From an optimization exercise on the open Yosys and OpenROAD flow, aimed at small area; shortcuts taken in it are not production practice. RTL that was checked went through simulation tests only; none was proved equivalent to the original. Power figures rest on the tool's default switching activity, not on a simulated workload.

==> run a <==
==> flow/design.v <==
package rvPkg;
    typedef logic [31:0] dataWord;
    typedef logic [4:0] regAddr;
    typedef enum logic [2:0] {
        aluAdd = 3'd0,
        aluSub = 3'd1,
        aluAnd = 3'd2,
        aluOr  = 3'd3,
        aluXor = 3'd4,
        aluSlt = 3'd5,
        aluSll = 3'd6,
        aluSrl = 3'd7
    } aluOp;
    typedef enum logic [1:0] {
        brNone = 2'd0,
        brBeq  = 2'd1,
        brBne  = 2'd2,
        brBlt  = 2'd3
    } branchKind;
    typedef enum logic [1:0] {
        jmpNone = 2'd0,
        jmpJal  = 2'd1,
        jmpJalr = 2'd2
    } jumpKind;
    typedef enum logic [1:0] {
        resAlu     = 2'd0,
        resMem     = 2'd1,
        resPcPlus4 = 2'd2
    } resultKind;
    typedef enum logic [1:0] {
        fwdRegFile = 2'd0,
        fwdFromMem = 2'd1,
        fwdFromWb  = 2'd2
    } fwdSel;
endpackage
module executeStage #(
    parameter int dataWidth    = 32,
    parameter int regAddrWidth = 5
) (
    input  logic              clk,
    input  logic              rstN,
    input  logic              clr,
    input  logic              regWriteD,
    input  logic [1:0]        resultSrcD,
    input  logic              memWriteD,
    input  logic              byteAddrD,
    input  logic [1:0]       jumpTypeD,
    input  logic [1:0]       branchTypeD,
    input  logic [2:0]       aluControlD,
    input  logic              aluSrcD,
    input  logic [31:0]      rd1D,
    input  logic [31:0]      rd2D,
    input  logic [31:0]      pcD,
    input  logic [4:0]       rs1D,
    input  logic [4:0]       rs2D,
    input  logic [4:0]       rdD,
    input  logic [31:0]      immExtD,
    input  logic [31:0]      pcPlus4D,
    input  logic [4:0]       rdW,
    input  logic              regWriteW,
    input  logic [31:0]      resultW,
    output logic              pcSrcE,
    output logic [31:0]      pcTargetE,
    output logic              regWriteM,
    output logic [1:0]        resultSrcM,
    output logic              memWriteM,
    output logic              byteAddrM,
    output logic [31:0]      aluResultM,
    output logic [31:0]      writeDataM,
    output logic [4:0]       rdM,
    output logic [31:0]      pcPlus4M
);
    logic        regWriteE, memWriteE;
    logic [1:0]  jumpTypeE, branchTypeE;
    logic [1:0]  resultSrcE;
    logic        byteAddrE, aluSrcE;
    logic [2:0]  aluControlE;
    logic [31:0] rd1E, rd2E, pcE, immExtE, pcPlus4E;
    logic [4:0]  rs1E, rs2E, rdE;
    always_ff @(posedge clk or negedge rstN) begin
        if (!rstN) begin
            regWriteE   <= 1'b0;
            memWriteE   <= 1'b0;
            jumpTypeE   <= 2'd0;
            branchTypeE <= 2'd0;
        end else begin
            regWriteE   <= regWriteD & ~clr;
            memWriteE   <= memWriteD & ~clr;
            jumpTypeE   <= jumpTypeD & {2{~clr}};
            branchTypeE <= branchTypeD & {2{~clr}};
        end
    end
    always_ff @(posedge clk) begin
        resultSrcE  <= resultSrcD;
        byteAddrE   <= byteAddrD;
        aluSrcE     <= aluSrcD;
        aluControlE <= aluControlD;
        rd1E        <= rd1D;
        rd2E        <= rd2D;
        pcE         <= pcD;
        immExtE     <= immExtD;
        pcPlus4E    <= pcPlus4D;
        rs1E        <= rs1D;
        rs2E        <= rs2D;
        rdE         <= rdD;
    end
    logic        fwdMOk;
    logic        aFromM, aFromW, bFromM, bFromW;
    logic [31:0] srcA, wdE;
    logic        rs1Nz, rs2Nz;
    logic [31:0] aEarly, bEarly;
    assign rs1Nz  = |rs1E;
    assign rs2Nz  = |rs2E;
    assign fwdMOk = regWriteM & (resultSrcM == 2'd0);
    assign aFromM = fwdMOk & rs1Nz & (rdM == rs1E);
    assign bFromM = fwdMOk & rs2Nz & (rdM == rs2E);
    assign aFromW = regWriteW & rs1Nz & ~aFromM & (rdW == rs1E);
    assign bFromW = regWriteW & rs2Nz & ~bFromM & (rdW == rs2E);
    assign aEarly = aFromM ? aluResultM : rd1E;
    assign bEarly = bFromM ? aluResultM : rd2E;
    assign srcA   = aFromW ? resultW : aEarly;
    assign wdE    = bFromW ? resultW : bEarly;
    logic [31:0] srcB, bx, aluG, aluP, aluSum, shIn, shOut, aluResultE;
    logic        isSub, sltBit;
    assign srcB  = (bFromW & ~aluSrcE) ? resultW : (aluSrcE ? immExtE : bEarly);
    assign isSub = (aluControlE == 3'd1) | (aluControlE == 3'd5);
    assign bx    = srcB ^ {32{isSub}};
    assign aluG  = srcA & bx;
    assign aluP  = srcA ^ bx;
    bkAdd32 uAluAdd (.g(aluG), .p(aluP), .cin(isSub), .s(aluSum));
    assign sltBit = (srcA[31] ^ srcB[31]) ? srcA[31] : aluSum[31];
    always_comb begin
        for (int i = 0; i < 32; i++) shIn[i] = aluControlE[0] ? srcA[31-i] : srcA[i];
    end
    assign shOut = shIn << srcB[4:0];
    logic selArith, selAnd, selOr, selXor, selSlt, selSll, selSrl;
    logic [31:0] shRev;
    assign selArith = aluControlE[2:1] == 2'd0;
    assign selAnd   = aluControlE == 3'd2;
    assign selOr    = aluControlE == 3'd3;
    assign selXor   = aluControlE == 3'd4;
    assign selSlt   = aluControlE == 3'd5;
    assign selSll   = aluControlE == 3'd6;
    assign selSrl   = aluControlE == 3'd7;
    always_comb begin
        for (int i = 0; i < 32; i++) shRev[i] = shOut[31-i];
    end
    assign aluResultE = ({32{selArith}} & aluSum)
                      | ({32{selAnd | selOr}} & aluG)
                      | ({32{selXor | selOr}} & aluP)
                      | ({32{selSll}} & shOut)
                      | ({32{selSrl}} & shRev)
                      | {31'd0, selSlt & sltBit};
    logic        brEq, brLt, takeBranch, isJalr;
    logic [31:0] tBase, tSum;
    cmp32 uCmp (.a(srcA), .b(wdE), .eq(brEq), .lt(brLt));
    always_comb begin
        case (branchTypeE)
            2'd1:    takeBranch = brEq;
            2'd2:    takeBranch = ~brEq;
            2'd3:    takeBranch = brLt;
            default: takeBranch = 1'b0;
        endcase
    end
    assign isJalr = jumpTypeE[1];
    assign pcSrcE = (jumpTypeE != 2'd0) | takeBranch;
    assign tBase = (aFromW & isJalr) ? resultW : (isJalr ? aEarly : pcE);
    ksAdd32 uTgtAdd (.g(tBase & immExtE), .p(tBase ^ immExtE), .cin(1'b0), .s(tSum));
    assign pcTargetE = {tSum[31:1], tSum[0] & ~isJalr};
    always_ff @(posedge clk or negedge rstN) begin
        if (!rstN) begin
            regWriteM <= 1'b0;
            memWriteM <= 1'b0;
        end else begin
            regWriteM <= regWriteE;
            memWriteM <= memWriteE;
        end
    end
    always_ff @(posedge clk) begin
        resultSrcM <= resultSrcE;
        byteAddrM  <= byteAddrE;
        aluResultM <= aluResultE;
        writeDataM <= wdE;
        rdM        <= rdE;
        pcPlus4M   <= pcPlus4E;
    end
endmodule
module ksAdd32 (
    input  logic [31:0] g,
    input  logic [31:0] p,
    input  logic        cin,
    output logic [31:0] s
);
    logic [31:0] G, P, Gn, Pn;
    always_comb begin
        G = g;
        P = p;
        G[0] = g[0] | (p[0] & cin);
        for (int l = 0; l < 5; l++) begin
            Gn = G;
            Pn = P;
            for (int i = 0; i < 32; i++) begin
                if (i >= (1 << l)) begin
                    Gn[i] = G[i] | (P[i] & G[i - (1 << l)]);
                    Pn[i] = P[i] & P[i - (1 << l)];
                end
            end
            G = Gn;
            P = Pn;
        end
        s[0] = p[0] ^ cin;
        for (int i = 1; i < 32; i++) s[i] = p[i] ^ G[i-1];
    end
endmodule
module skAdd32 (
    input  logic [31:0] g,
    input  logic [31:0] p,
    input  logic        cin,
    output logic [31:0] s
);
    logic [31:0] G, P, Gn, Pn;
    always_comb begin
        G = g;
        P = p;
        G[0] = g[0] | (p[0] & cin);
        for (int l = 0; l < 5; l++) begin
            Gn = G;
            Pn = P;
            for (int i = 0; i < 32; i++) begin
                if (((i >> l) & 1) == 1) begin
                    Gn[i] = G[i] | (P[i] & G[((i >> l) << l) - 1]);
                    Pn[i] = P[i] & P[((i >> l) << l) - 1];
                end
            end
            G = Gn;
            P = Pn;
        end
        s[0] = p[0] ^ cin;
        for (int i = 1; i < 32; i++) s[i] = p[i] ^ G[i-1];
    end
endmodule
module bkAdd32 (
    input  logic [31:0] g,
    input  logic [31:0] p,
    input  logic        cin,
    output logic [31:0] s
);
    logic [31:0] G, P;
    always_comb begin
        G = g;
        P = p;
        G[0] = g[0] | (p[0] & cin);
        for (int l = 0; l < 5; l++) begin
            for (int i = 0; i < 32; i++) begin
                if ((i + 1) % (2 << l) == 0) begin
                    G[i] = G[i] | (P[i] & G[i - (1 << l)]);
                    P[i] = P[i] & P[i - (1 << l)];
                end
            end
        end
        for (int l = 3; l >= 0; l--) begin
            for (int i = 0; i < 32; i++) begin
                if ((i + 1) % (2 << l) == (1 << l) && i >= (2 << l)) begin
                    G[i] = G[i] | (P[i] & G[i - (1 << l)]);
                    P[i] = P[i] & P[i - (1 << l)];
                end
            end
        end
        s[0] = p[0] ^ cin;
        for (int i = 1; i < 32; i++) s[i] = p[i] ^ G[i-1];
    end
endmodule
module cmp32 (
    input  logic [31:0] a,
    input  logic [31:0] b,
    output logic        eq,
    output logic        lt
);
    logic [31:0] E, L;
    always_comb begin
        E = ~(a ^ b);
        L = ~a & b;
        L[31] = a[31] & ~b[31];
        for (int l = 0; l < 5; l++) begin
            for (int i = 0; i < 32; i++) begin
                if ((i + 1) % (2 << l) == 0) begin
                    L[i] = L[i] | (E[i] & L[i - (1 << l)]);
                    E[i] = E[i] & E[i - (1 << l)];
                end
            end
        end
        eq = E[31];
        lt = L[31];
    end
endmodule
==> flow/flow/run.sh <==
#!/bin/bash
# Layout flow: the standard ORFS flow with two changes.
#  - synthesis: the standard script, but ABC maps for area (map -a) and
#    then sizes gates for delay (flow/abc_area.script); registers are
#    untouched, so they keep the standard synthesis's names and cells.
#  - placement: the smallest buffer on every port instead of the delay
#    cell that buffer_ports picks by default.
# Each tool's output goes to its own log in this folder.
set -euo pipefail
W=$PWD
rm -rf "$W/scripts_abc"
cp -r "$FLOW_HOME/scripts" "$W/scripts_abc"
cp "$W/flow/abc_area.script" "$W/scripts_abc/abc_area.script"
export BUFFER_PORTS_ARGS="-buffer_cell sky130_fd_sc_hd__buf_1"
bash standard.sh SCRIPTS_DIR="$W/scripts_abc" ABC_AREA=1 synth > synth.log 2>&1
bash standard.sh finish > layout.log 2>&1
==> flow/flow/abc_area.script <==
strash
dch
map -a
topo
upsize
dnsize
==> flow/standard.sh <==
#!/bin/bash
# synth_recipe.tcl (not shown) runs the flow's synth.tcl, then flattens the netlist and writes it again
# the make line also repeats each setting of config.mk as NAME=value (left out here)
make -C /OpenROAD-flow-scripts/flow DESIGN_CONFIG=/design/flow/config.mk WORK_HOME=/design/flow/orfs CLKGATE_MAP_FILE= SYNTH_SCRIPT=/design/flow/synth_recipe.tcl "${@:-finish}"
==> flow/config.mk <==
export PLATFORM = sky130hd
export DESIGN_NAME = executeStage
export DESIGN_NICKNAME = executeStage
export VERILOG_FILES = /design/flow/design.v
export SDC_FILE = /design/flow/constraint.sdc
export NUM_CORES = 4
export LEC_CHECK = 0
export CAP_MARGIN = 20
export CORE_MARGIN = 2
export CORE_UTILIZATION = 50
export GPL_TIMING_DRIVEN = 0
export SETUP_SLACK_MARGIN = 0.2
export SLEW_MARGIN = 20
==> flow/constraint.sdc <==
create_clock -name core_clock -period 8.0 [get_ports {clk}]
set_input_delay 1.6000 -clock core_clock [delete_from_list [all_inputs] [get_ports {clk}]]
set_output_delay 1.6000 -clock core_clock [all_outputs]
set_load 0.01 [all_outputs]
==> run b: changes against run a <==
--- a/flow/design.v
+++ b/flow/design.v
@@ -122,7 +122,7 @@
     assign wdE    = bFromW ? resultW : bEarly;
     logic [31:0] srcB, bx, aluG, aluP, aluSum, shIn, shOut, aluResultE;
     logic        isSub, sltBit;
-    assign srcB  = (bFromW & ~aluSrcE) ? resultW : (aluSrcE ? immExtE : bEarly);
+    assign srcB  = aluSrcE ? immExtE : wdE;
     assign isSub = (aluControlE == 3'd1) | (aluControlE == 3'd5);
     assign bx    = srcB ^ {32{isSub}};
     assign aluG  = srcA & bx;
@@ -164,7 +164,7 @@
     end
     assign isJalr = jumpTypeE[1];
     assign pcSrcE = (jumpTypeE != 2'd0) | takeBranch;
-    assign tBase = (aFromW & isJalr) ? resultW : (isJalr ? aEarly : pcE);
+    assign tBase = isJalr ? srcA : pcE;
     ksAdd32 uTgtAdd (.g(tBase & immExtE), .p(tBase ^ immExtE), .cin(1'b0), .s(tSum));
     assign pcTargetE = {tSum[31:1], tSum[0] & ~isJalr};
     always_ff @(posedge clk or negedge rstN) begin
@@ -212,33 +212,6 @@
         for (int i = 1; i < 32; i++) s[i] = p[i] ^ G[i-1];
     end
 endmodule
-module skAdd32 (
-    input  logic [31:0] g,
-    input  logic [31:0] p,
-    input  logic        cin,
-    output logic [31:0] s
-);
-    logic [31:0] G, P, Gn, Pn;
-    always_comb begin
-        G = g;
-        P = p;
-        G[0] = g[0] | (p[0] & cin);
-        for (int l = 0; l < 5; l++) begin
-            Gn = G;
-            Pn = P;
-            for (int i = 0; i < 32; i++) begin
-                if (((i >> l) & 1) == 1) begin
-                    Gn[i] = G[i] | (P[i] & G[((i >> l) << l) - 1]);
-                    Pn[i] = P[i] & P[((i >> l) << l) - 1];
-                end
-            end
-            G = Gn;
-            P = Pn;
-        end
-        s[0] = p[0] ^ cin;
-        for (int i = 1; i < 32; i++) s[i] = p[i] ^ G[i-1];
-    end
-endmodule
 module bkAdd32 (
     input  logic [31:0] g,
     input  logic [31:0] p,
==> flow/flow/run.sh (replaced) <==
#!/bin/bash
# Layout flow: the standard ORFS flow with three changes.
#  - synthesis: the standard script, but ABC maps the logic for area
#    (flow/abc_area.script, used through ABC_AREA=1); the resizer later sizes
#    what the timing needs. Registers are untouched, so they keep the
#    standard synthesis's names and cells.
#  - clock tree: clkbuf_8 buffers, sink clusters of up to 16, no dummy loads.
#  - placement: the smallest buffer (buf_1) on every port instead of the
#    delay cell that buffer_ports picks by default.
# Each tool's output goes to its own log in this folder.
set -euo pipefail
W=$PWD
rm -rf "$W/scripts_abc"
cp -r "$FLOW_HOME/scripts" "$W/scripts_abc"
cp "$W/flow/abc_area.script" "$W/scripts_abc/abc_area.script"
export BUFFER_PORTS_ARGS="-buffer_cell sky130_fd_sc_hd__buf_1"
export CTS_ARGS="-sink_clustering_enable -repair_clock_nets -dont_use_dummy_load -buf_list sky130_fd_sc_hd__clkbuf_8 -sink_clustering_size 16 -sink_clustering_max_diameter 65"
bash standard.sh SCRIPTS_DIR="$W/scripts_abc" ABC_AREA=1 synth > synth.log 2>&1
bash standard.sh finish > layout.log 2>&1
==> flow/flow/abc_area.script (replaced) <==
strash
dch
map -a
topo
- CORE_UTILIZATION: 50 -> 62
- SETUP_SLACK_MARGIN: 0.2 -> 0
==> run c: changes against run a <==
--- a/flow/design.v
+++ b/flow/design.v
@@ -122,7 +122,7 @@
     assign wdE    = bFromW ? resultW : bEarly;
     logic [31:0] srcB, bx, aluG, aluP, aluSum, shIn, shOut, aluResultE;
     logic        isSub, sltBit;
-    assign srcB  = (bFromW & ~aluSrcE) ? resultW : (aluSrcE ? immExtE : bEarly);
+    assign srcB  = aluSrcE ? immExtE : wdE;
     assign isSub = (aluControlE == 3'd1) | (aluControlE == 3'd5);
     assign bx    = srcB ^ {32{isSub}};
     assign aluG  = srcA & bx;
@@ -164,8 +164,8 @@
     end
     assign isJalr = jumpTypeE[1];
     assign pcSrcE = (jumpTypeE != 2'd0) | takeBranch;
-    assign tBase = (aFromW & isJalr) ? resultW : (isJalr ? aEarly : pcE);
-    ksAdd32 uTgtAdd (.g(tBase & immExtE), .p(tBase ^ immExtE), .cin(1'b0), .s(tSum));
+    assign tBase = isJalr ? srcA : pcE;
+    bkAdd32 uTgtAdd (.g(tBase & immExtE), .p(tBase ^ immExtE), .cin(1'b0), .s(tSum));
     assign pcTargetE = {tSum[31:1], tSum[0] & ~isJalr};
     always_ff @(posedge clk or negedge rstN) begin
         if (!rstN) begin
--- a/flow/flow/run.sh
+++ b/flow/flow/run.sh
@@ -3,6 +3,7 @@
 #  - synthesis: the standard script, but ABC maps for area (map -a) and
 #    then sizes gates for delay (flow/abc_area.script); registers are
 #    untouched, so they keep the standard synthesis's names and cells.
+#  - clock tree: smaller buffers, larger sink clusters, no dummy loads.
 #  - placement: the smallest buffer on every port instead of the delay
 #    cell that buffer_ports picks by default.
 # Each tool's output goes to its own log in this folder.
@@ -12,5 +13,6 @@
 cp -r "$FLOW_HOME/scripts" "$W/scripts_abc"
 cp "$W/flow/abc_area.script" "$W/scripts_abc/abc_area.script"
 export BUFFER_PORTS_ARGS="-buffer_cell sky130_fd_sc_hd__buf_1"
+export CTS_ARGS="-sink_clustering_enable -repair_clock_nets -dont_use_dummy_load -buf_list sky130_fd_sc_hd__clkbuf_8 -sink_clustering_size 14 -sink_clustering_max_diameter 60"
 bash standard.sh SCRIPTS_DIR="$W/scripts_abc" ABC_AREA=1 synth > synth.log 2>&1
 bash standard.sh finish > layout.log 2>&1
- CORE_UTILIZATION: 50 -> 58
- SETUP_SLACK_MARGIN: 0.2 -> 0.1
==> run d: changes against run a <==
==> flow/design.v, changed modules only <==
module executeStage #(
    parameter int dataWidth    = 32,
    parameter int regAddrWidth = 5
) (
    input  logic              clk,
    input  logic              rstN,
    input  logic              clr,
    input  logic              regWriteD,
    input  logic [1:0]        resultSrcD,
    input  logic              memWriteD,
    input  logic              byteAddrD,
    input  logic [1:0]       jumpTypeD,
    input  logic [1:0]       branchTypeD,
    input  logic [2:0]       aluControlD,
    input  logic              aluSrcD,
    input  logic [31:0]      rd1D,
    input  logic [31:0]      rd2D,
    input  logic [31:0]      pcD,
    input  logic [4:0]       rs1D,
    input  logic [4:0]       rs2D,
    input  logic [4:0]       rdD,
    input  logic [31:0]      immExtD,
    input  logic [31:0]      pcPlus4D,
    input  logic [4:0]       rdW,
    input  logic              regWriteW,
    input  logic [31:0]      resultW,
    output logic              pcSrcE,
    output logic [31:0]      pcTargetE,
    output logic              regWriteM,
    output logic [1:0]        resultSrcM,
    output logic              memWriteM,
    output logic              byteAddrM,
    output logic [31:0]      aluResultM,
    output logic [31:0]      writeDataM,
    output logic [4:0]       rdM,
    output logic [31:0]      pcPlus4M
);
    logic        regWriteE, memWriteE;
    logic [1:0]  jumpTypeE, branchTypeE;
    logic [1:0]  resultSrcE;
    logic        byteAddrE, aluSrcE;
    logic [2:0]  aluControlE;
    logic [31:0] rd1E, rd2E, pcE, immExtE, pcPlus4E;
    logic [4:0]  rs1E, rs2E, rdE;
    always_ff @(posedge clk or negedge rstN) begin
        if (!rstN) begin
            regWriteE   <= 1'b0;
            memWriteE   <= 1'b0;
            jumpTypeE   <= 2'd0;
            branchTypeE <= 2'd0;
        end else begin
            regWriteE   <= regWriteD & ~clr;
            memWriteE   <= memWriteD & ~clr;
            jumpTypeE   <= jumpTypeD & {2{~clr}};
            branchTypeE <= branchTypeD & {2{~clr}};
        end
    end
    always_ff @(posedge clk) begin
        resultSrcE  <= resultSrcD;
        byteAddrE   <= byteAddrD;
        aluSrcE     <= aluSrcD;
        aluControlE <= aluControlD;
        rd1E        <= rd1D;
        rd2E        <= rd2D;
        pcE         <= pcD;
        immExtE     <= immExtD;
        pcPlus4E    <= pcPlus4D;
        rs1E        <= rs1D;
        rs2E        <= rs2D;
        rdE         <= rdD;
    end
    logic        fwdMOk;
    logic        aFromM, aFromW, bFromM, bFromW;
    logic [31:0] srcA, wdE;
    logic        rs1Nz, rs2Nz;
    logic [31:0] aEarly, bEarly;
    assign rs1Nz  = |rs1E;
    assign rs2Nz  = |rs2E;
    assign fwdMOk = regWriteM & (resultSrcM == 2'd0);
    assign aFromM = fwdMOk & rs1Nz & (rdM == rs1E);
    assign bFromM = fwdMOk & rs2Nz & (rdM == rs2E);
    assign aFromW = regWriteW & rs1Nz & ~aFromM & (rdW == rs1E);
    assign bFromW = regWriteW & rs2Nz & ~bFromM & (rdW == rs2E);
    assign aEarly = aFromM ? aluResultM : rd1E;
    assign bEarly = bFromM ? aluResultM : rd2E;
    assign srcA   = aFromW ? resultW : aEarly;
    assign wdE    = bFromW ? resultW : bEarly;
    logic [31:0] srcB, bx, aluG, aluP, aluSum, shIn, shOut, aluResultE;
    logic        isSub, sltBit;
    assign srcB  = (bFromW & ~aluSrcE) ? resultW : (aluSrcE ? immExtE : bEarly);
    assign isSub = (aluControlE == 3'd1) | (aluControlE == 3'd5);
    assign bx    = srcB ^ {32{isSub}};
    assign aluG  = srcA & bx;
    assign aluP  = srcA ^ bx;
    bkAdd32 uAluAdd (.g(aluG), .p(aluP), .cin(isSub), .s(aluSum));
    assign sltBit = (srcA[31] ^ srcB[31]) ? srcA[31] : aluSum[31];
    always_comb begin
        for (int i = 0; i < 32; i++) shIn[i] = aluControlE[0] ? srcA[31-i] : srcA[i];
    end
    assign shOut = shIn << srcB[4:0];
    always_comb begin
        case (aluControlE)
            3'd0, 3'd1: aluResultE = aluSum;
            3'd2:       aluResultE = aluG;              
            3'd3:       aluResultE = aluG | aluP;       
            3'd4:       aluResultE = aluP;              
            3'd5:       aluResultE = {31'd0, sltBit};
            3'd6:       aluResultE = shOut;
            default: begin
                for (int i = 0; i < 32; i++) aluResultE[i] = shOut[31-i];
            end
        endcase
    end
    logic        brEq, brLt, takeBranch, isJalr;
    logic [31:0] tBase, tSum;
    cmp32 uCmp (.a(srcA), .b(wdE), .eq(brEq), .lt(brLt));
    always_comb begin
        case (branchTypeE)
            2'd1:    takeBranch = brEq;
            2'd2:    takeBranch = ~brEq;
            2'd3:    takeBranch = brLt;
            default: takeBranch = 1'b0;
        endcase
    end
    assign isJalr = jumpTypeE[1];
    assign pcSrcE = (jumpTypeE != 2'd0) | takeBranch;
    assign tBase = (aFromW & isJalr) ? resultW : (isJalr ? aEarly : pcE);
    bkAdd32 uTgtAdd (.g(tBase & immExtE), .p(tBase ^ immExtE), .cin(1'b0), .s(tSum));
    assign pcTargetE = {tSum[31:1], tSum[0] & ~isJalr};
    always_ff @(posedge clk or negedge rstN) begin
        if (!rstN) begin
            regWriteM <= 1'b0;
            memWriteM <= 1'b0;
        end else begin
            regWriteM <= regWriteE;
            memWriteM <= memWriteE;
        end
    end
    always_ff @(posedge clk) begin
        resultSrcM <= resultSrcE;
        byteAddrM  <= byteAddrE;
        aluResultM <= aluResultE;
        writeDataM <= wdE;
        rdM        <= rdE;
        pcPlus4M   <= pcPlus4E;
    end
endmodule
// module ksAdd32 removed
// module skAdd32 removed
==> flow/flow/run.sh (replaced) <==
#!/bin/bash
# Layout flow: the standard ORFS flow (standard synthesis unchanged),
# with the smallest buffer on every port instead of the delay cell that
# buffer_ports picks by default. Each tool's output goes to its own log here.
set -euo pipefail
export BUFFER_PORTS_ARGS="-buffer_cell sky130_fd_sc_hd__buf_1"
bash standard.sh synth > synth.log 2>&1
bash standard.sh finish > layout.log 2>&1
- CORE_UTILIZATION: 50 -> 40
- GPL_TIMING_DRIVEN: 0 -> default
removed: flow/flow/abc_area.script
==> qor summary <==
quantity	run c	run b	run d	run a
Result of the run	finished with violations	finished clean	finished clean	finished clean
Violated checks	negative setup slack	-	-	-
Fraction of layout cells with a size suffix above 1	11.07%	7.341%	16.19%	9.614%
Detailed-placement wirelength estimate	34,370 um	35,200 um	48,990 um	35,420 um
Top layer reached by signal wires	met5	met4	met5	met4
Total nets after synthesis	2,109	2,075	2,013	2,094
VDD IR-drop max	0.0002213 V	0.0002009 V	0.0001737 V	0.0001911 V
WHS	0.3260 ns	0.3056 ns	0.3242 ns	0.3247 ns
Slowest Stage Delay on Critical Path	0.42 ns	0.36 ns	0.32 ns	0.31 ns
Register clock-pin slew on the reported worst setup and hold paths	0.08 ns	0.10 ns	0.06 ns	0.06 ns
Post-CTS Setup Bufs	45	8	3	20
Layout-stage area growth over the synthesis result	23.53%	20.87%	27.06%	26.26%
Antenna Cells	0	0	1	0
Cell occurring most often along the worst timing path	nor2_4	-	buf_4	nand3_1
Met3 track demand over resource	9.990%	7.677%	5.753%	5.044%
Combinational logic power	1110 uW	1040 uW	1250 uW	1060 uW
Xor/xnor share of the synthesized area	3.653%	5.218%	4.685%	5.166%
Total number of yosys warnings	3	4	3	4
Fraction of power consumed by combinational cells	31.6%	30.5%	28.6%	25.4%
Number of logic inverters in the finished layout	178	129	127	162
Buffers plus inverters on the worst setup path	11	6	6	6
Fraction of the yosys area taken by sequential cells	41.19%	42.03%	37.29%	41.12%
Global-route wire length before repair	76,820 um	73,820 um	90,380 um	76,540 um
DRT Pass-1 Iters	6	6	5	5
Proportion of synthesized area in mux cells	1.183%	2.130%	13.41%	2.500%
Largest fanout on the critical path	6	4	7	6
Data arrival time at the worst-slack endpoint	7.03 ns	6.20 ns	6.33 ns	5.89 ns
Via count of the first global-routing pass	14.30k	14.42k	14.81k	13.79k
The RTL of run a and run c was laid out without a check of its function.

==> port drivers added, routing unchanged <==
The flow's constraints put no driver on any port. The routed layouts listed below were extracted and timed again, unchanged, in two steps. Step 1 assumes that a clkbuf_16 drives the clock port and a buf_2 every other input. Step 2 times the ports against the registers' clock, not the clock port: input delays grow and output delays shrink by t, the midpoint of the rising clock arrivals with the driver on. Three values: ideal, step 1, step 2; two values: the first two.
| run | t, ns | setup WS [ns] | cell pins on the clock port's net |
|---|---|---|---|
| run a | 0.621 | 0.511 / 0.489 / -0.062 | 1 |
| run b | 0.607 | 0.200 / 0.176 / -0.333 | 1 |
| run c | 0.609 | -0.632 / -0.685 / -0.685 | 1 |
| run d | 0.647 | 0.074 / 0.047 / 0.047 | 1 |
Met with ideal ports but missed after step 2: setup timing in run a and run b. For run a, which loses most, drivers alone change the setup slack by -0.022 ns; drivers and shift together by -0.573 ns.
